What follows belongs to an exercise in optimizing a design on an open flow for small area; a production flow would make more cautious choices.
The RTL was checked by simulation tests, not by an equivalence proof against the original design.
No activity file was given, so power comes from the tool's default toggle rates.

==> run Y: inputs <==
==> flow/design.v <==
module wb_reg_file_aoi3 (
    input  logic [2:0] s,
    input  logic [2:0] d,
    output logic       y_n
);
    assign y_n = ~|(s & d);
endmodule
module wb_reg_file_rdbit (
    input  logic [30:0] s,
    input  logic [30:0] d,
    output logic        q
);
    logic [9:0] y_n;
    for (genvar k = 0; k < 10; k++) begin : g_aoi
        wb_reg_file_aoi3 u_aoi (.s(s[3*k+2:3*k]), .d(d[3*k+2:3*k]), .y_n(y_n[k]));
    end
    assign q = ~&y_n | (s[30] & d[30]);
endmodule
module wb_reg_file #(
    parameter int DATA_W = 32,
    parameter int ADDR_W = 5
) (
    input  logic              clk,
    input  logic              rst,
    input  logic              RegWrite,
    input  logic [ADDR_W-1:0] WriteReg,
    input  logic [DATA_W-1:0] WriteData,
    input  logic [ADDR_W-1:0] ReadReg1,
    input  logic [ADDR_W-1:0] ReadReg2,
    output logic [DATA_W-1:0] ReadData1,
    output logic [DATA_W-1:0] ReadData2
);
    localparam int DEPTH = 1 << ADDR_W;
    logic [DATA_W-1:0] regs [1:DEPTH-1];
    logic [DEPTH-1:1]  valid;
    logic [DEPTH-1:1]  wsel;
    logic [DEPTH-2:0]  rsel1, rsel2;
    always_comb begin
        for (int i = 1; i < DEPTH; i++) begin
            wsel[i]    = RegWrite && (WriteReg == ADDR_W'(i));
            rsel1[i-1] = !rst && valid[i] && (ReadReg1 == ADDR_W'(i));
            rsel2[i-1] = !rst && valid[i] && (ReadReg2 == ADDR_W'(i));
        end
    end
    always_ff @(posedge clk or posedge rst) begin
        if (rst) valid <= '0;
        else     valid <= valid | wsel;
    end
    for (genvar i = 1; i < DEPTH; i++) begin : g_reg
        always_ff @(posedge clk) begin
            if (wsel[i]) regs[i] <= WriteData;
        end
    end
    for (genvar b = 0; b < DATA_W; b++) begin : g_bit
        logic [DEPTH-2:0] col;
        for (genvar i = 1; i < DEPTH; i++) begin : g_col
            assign col[i-1] = regs[i][b];
        end
        wb_reg_file_rdbit u_rd1 (.s(rsel1), .d(col), .q(ReadData1[b]));
        wb_reg_file_rdbit u_rd2 (.s(rsel2), .d(col), .q(ReadData2[b]));
    end
endmodule
==> flow/run.sh <==
#!/bin/bash
# synth_recipe.tcl (not shown) runs the flow's synth.tcl, then flattens the netlist and writes it again
# the make line also repeats each setting of config.mk as NAME=value (left out here)
make -C /OpenROAD-flow-scripts/flow DESIGN_CONFIG=/design/flow/config.mk WORK_HOME=/design/flow/orfs CLKGATE_MAP_FILE= SYNTH_SCRIPT=/design/flow/synth_recipe.tcl finish
==> flow/config.mk <==
export PLATFORM = sky130hd
export DESIGN_NAME = wb_reg_file
export DESIGN_NICKNAME = wb_reg_file
export VERILOG_FILES = /design/flow/design.v
export SDC_FILE = /design/flow/constraint.sdc
export NUM_CORES = 4
export LEC_CHECK = 0
export CAP_MARGIN = 20
export CORE_MARGIN = 2
export CORE_UTILIZATION = 40
export SLEW_MARGIN = 20
export SYNTH_HIERARCHICAL = 1
export SYNTH_MINIMUM_KEEP_SIZE = 0
==> flow/constraint.sdc <==
create_clock -name core_clock -period 7.0 [get_ports {clk}]
set_input_delay 1.4000 -clock core_clock [delete_from_list [all_inputs] [get_ports {clk}]]
set_output_delay 1.4000 -clock core_clock [all_outputs]
set_load 0.01 [all_outputs]
==> inputs of run F, as changes to run Y <==
==> flow/design.v, changed modules only <==
module wb_reg_file_wcell (
    input  logic q,
    input  logic x,
    input  logic we,
    input  logic we_n,
    output logic d
);
    assign d = ~((q | we) & (x | we_n));
endmodule
module wb_reg_file_nand (
    input  logic [3:0] a,
    output logic       y
);
    assign y = ~&a;
endmodule
module wb_reg_file_nand3 (
    input  logic [2:0] a,
    output logic       y
);
    assign y = ~&a;
endmodule
module wb_reg_file_nand2 (
    input  logic [1:0] a,
    output logic       y
);
    assign y = ~&a;
endmodule
module wb_reg_file_or3 (
    input  logic [2:0] a,
    output logic       y
);
    assign y = |a;
endmodule
module wb_reg_file_xor (
    input  logic a,
    input  logic b,
    output logic y
);
    assign y = a ^ b;
endmodule
module wb_reg_file_rdbit (
    input  logic [30:0] s,
    input  logic [30:0] d,
    input  logic        ph,
    output logic        q
);
    logic [10:0] y_n;
    logic [2:0]  z;
    logic        q_or;
    for (genvar k = 0; k < 10; k++) begin : g_aoi
        wb_reg_file_aoi3 u_aoi (.s(s[3*k+2:3*k]), .d(d[3*k+2:3*k]), .y_n(y_n[k]));
    end
    wb_reg_file_nand2 u_y10 (.a({s[30], d[30]}), .y(y_n[10]));
    wb_reg_file_nand  u_z0 (.a(y_n[3:0]), .y(z[0]));
    wb_reg_file_nand  u_z1 (.a(y_n[7:4]), .y(z[1]));
    wb_reg_file_nand3 u_z2 (.a(y_n[10:8]), .y(z[2]));
    wb_reg_file_or3   u_or (.a(z), .y(q_or));
    wb_reg_file_xor   u_ph (.a(q_or), .b(ph), .y(q));
endmodule
module wb_reg_file #(
    parameter int DATA_W = 32,
    parameter int ADDR_W = 5
) (
    input  logic              clk,
    input  logic              rst,
    input  logic              RegWrite,
    input  logic [ADDR_W-1:0] WriteReg,
    input  logic [DATA_W-1:0] WriteData,
    input  logic [ADDR_W-1:0] ReadReg1,
    input  logic [ADDR_W-1:0] ReadReg2,
    output logic [DATA_W-1:0] ReadData1,
    output logic [DATA_W-1:0] ReadData2
);
    localparam int DEPTH = 1 << ADDR_W;
    logic [DATA_W-1:0] regs [1:DEPTH-1];
    logic [DATA_W-1:0] regs_d [1:DEPTH-1];
    logic [DEPTH-1:1]  valid;
    logic              ph;
    logic [DEPTH-1:1]  wsel, wsel_n;
    logic [DEPTH-2:0]  rsel1, rsel2;
    logic [DATA_W-1:0] wx;
    logic              ph1, ph2;
    always_comb begin
        for (int i = 1; i < DEPTH; i++) begin
            wsel[i]    = RegWrite && (WriteReg == ADDR_W'(i));
            wsel_n[i]  = !wsel[i];
            rsel1[i-1] = valid[i] && (ReadReg1 == ADDR_W'(i));
            rsel2[i-1] = valid[i] && (ReadReg2 == ADDR_W'(i));
        end
    end
    assign wx  = WriteData ^ {DATA_W{ph}};
    assign ph1 = ph && |rsel1;
    assign ph2 = ph && |rsel2;
    always_ff @(posedge clk or posedge rst) begin
        if (rst) begin
            valid <= '0;
            ph    <= 1'b0;
        end else begin
            valid <= valid | wsel;
            ph    <= !ph;
        end
    end
    for (genvar i = 1; i < DEPTH; i++) begin : g_reg
        for (genvar b = 0; b < DATA_W; b++) begin : g_bit
            wb_reg_file_wcell u_wc (
                .q(regs[i][b]), .x(wx[b]), .we(wsel[i]), .we_n(wsel_n[i]), .d(regs_d[i][b])
            );
        end
        always_ff @(posedge clk) regs[i] <= regs_d[i];
    end
    for (genvar b = 0; b < DATA_W; b++) begin : g_bit
        logic [DEPTH-2:0] col;
        for (genvar i = 1; i < DEPTH; i++) begin : g_col
            assign col[i-1] = regs[i][b];
        end
        wb_reg_file_rdbit u_rd1 (.s(rsel1), .d(col), .ph(ph1), .q(ReadData1[b]));
        wb_reg_file_rdbit u_rd2 (.s(rsel2), .d(col), .ph(ph2), .q(ReadData2[b]));
    end
endmodule
==> flow/flow/run.sh (new file) <==
#!/bin/bash
# The standard layout, with two changes:
#  - port buffers are the smallest buffer cell (buf_1) instead of the one buffer_ports picks;
#    repair_design still resizes or buffers them where a load needs it;
#  - CTS uses clkbuf_16 only, with sink clusters of up to 20 flip-flops within 100 um,
#    and adds no dummy loads.
# make's full output (which holds every tool's output) goes to flow_make.log here;
# ORFS also keeps each step's log under orfs/logs/.
set -euo pipefail
cd "$(dirname "$0")/.."
bash standard.sh \
  "BUFFER_PORTS_ARGS=-buffer_cell sky130_fd_sc_hd__buf_1" \
  "CTS_ARGS=-sink_clustering_enable -repair_clock_nets -sink_clustering_size 20 -sink_clustering_max_diameter 100 -buf_list sky130_fd_sc_hd__clkbuf_16 -dont_use_dummy_load" \
  finish > flow_make.log 2>&1
==> flow/standard.sh (new file) <==
#!/bin/bash
# synth_recipe.tcl (not shown) runs the flow's synth.tcl, then flattens the netlist and writes it again
# the make line also repeats each setting of config.mk as NAME=value (left out here)
make -C /OpenROAD-flow-scripts/flow DESIGN_CONFIG=/design/flow/config.mk WORK_HOME=/design/flow/orfs CLKGATE_MAP_FILE= SYNTH_SCRIPT=/design/flow/synth_recipe.tcl "${@:-finish}"
removed: flow/run.sh
==> summary of the runs <==
Of run Y and run F, run Y has the higher core utilization (gap 1.8 points).
Of run F and run Y, run Y has the higher design area (gap 9.4%, measured against run Y).
Against run Y, the global-route usage of run F is higher by 8.3 points.
Against run F, the maximum frequency of run Y is lower by about 5%.
In run Y the hold slack is higher than in run F, by 0.022 ns.
Between run Y and run F, the lower clock power is in run F (gap 55%, measured against run F).
Synthesized area: run Y is larger than run F (6.8%).
Of run F and run Y, run F has the higher routed wire length (gap about 23%, measured against run Y).
Between run F and run Y, the lower sequential power is in run Y (gap 21%, measured against run Y).
==> figures <==
|  | run Y | run F |
|---|---|---|
| Share of Yosys cell area claimed by the top area cell type | 74.59% | 53.09% |
| Share of the final layout cell area in sequential cells | 65.05% | 48.53% |
| Final min period | 6.714 ns | 6.377 ns |
| Core Footprint | 98710 sq um | 93050 sq um |
| Combinational share of power | 4.8% | 15.8% |
| Final cell count without fillers | 3767 | 4891 |
| Netlist Area Pre-Place | 39940 sq um | 37400 sq um |
| Internal | 0.009995 W | 0.009656 W |
| Ratio of layout area to synthesized area | 1.1765x | 1.1385x |
| Met3 layer usage reported by global route | 7.795% | 11.04% |
| Arrival @ worst endpoint | 5.31 ns | 4.98 ns |
| Outcome | timing/DRC/antenna clean | timing/DRC/antenna clean |
| Switching Power | 0.002753 W | 0.004283 W |
| Post-layout power | 0.01275 W | 0.01394 W |
| Share of the cycle needed by the critical path after routing | 95.91% | 91.10% |
| Origin of the worst min-delay path | valid[26]$_DFF_PP0_ | regs[31][27]$_DFF_P_ |
| Number of clock-tree buffers in the layout | 124 | 57 |
| Cell with the most instances after synthesis | sky130_fd_sc_hd__edfxtp_1 | sky130_fd_sc_hd__o22ai_1 |
| Share of synthesized area spent on multiplexers | 0% | 0.08363% |

-- static timing again, ports no longer ideal --
The flow's constraints put no driver on any port. The routed layouts listed below were extracted and timed again, unchanged, in two steps.
Step 1 (the two cells are an assumption about what drives the block):
set clk [get_ports {clk}]
set_driving_cell -lib_cell sky130_fd_sc_hd__clkbuf_16 $clk
set_driving_cell -lib_cell sky130_fd_sc_hd__buf_2 [delete_from_list [all_inputs] $clk]
Step 2 adds t to the input delays and takes it off the output delays; t is the mean of the earliest and latest rising clock arrival at the registers after step 1. Input paths then give back, and output paths get back, about the clock's delay inside the block.
Slacks: no drivers / after step 1 / after step 2; pairs: no drivers / after step 1.
run | t (ns) | setup slack, ns | clock arrival spread, ns | slew at the worst register clock pin (ns)
run Y | 0.743 | 0.286 / 0.265 / 0.265 | 0.032 / 0.032 | 0.07 / 0.07
run F | 0.725 | 0.623 / 0.563 / 0.563 | 0.077 / 0.078 | 0.10 / 0.10
After both steps every run listed still meets setup and hold. For run F, which loses most, drivers alone change the setup slack by -0.060 ns; drivers and shift together by -0.060 ns.
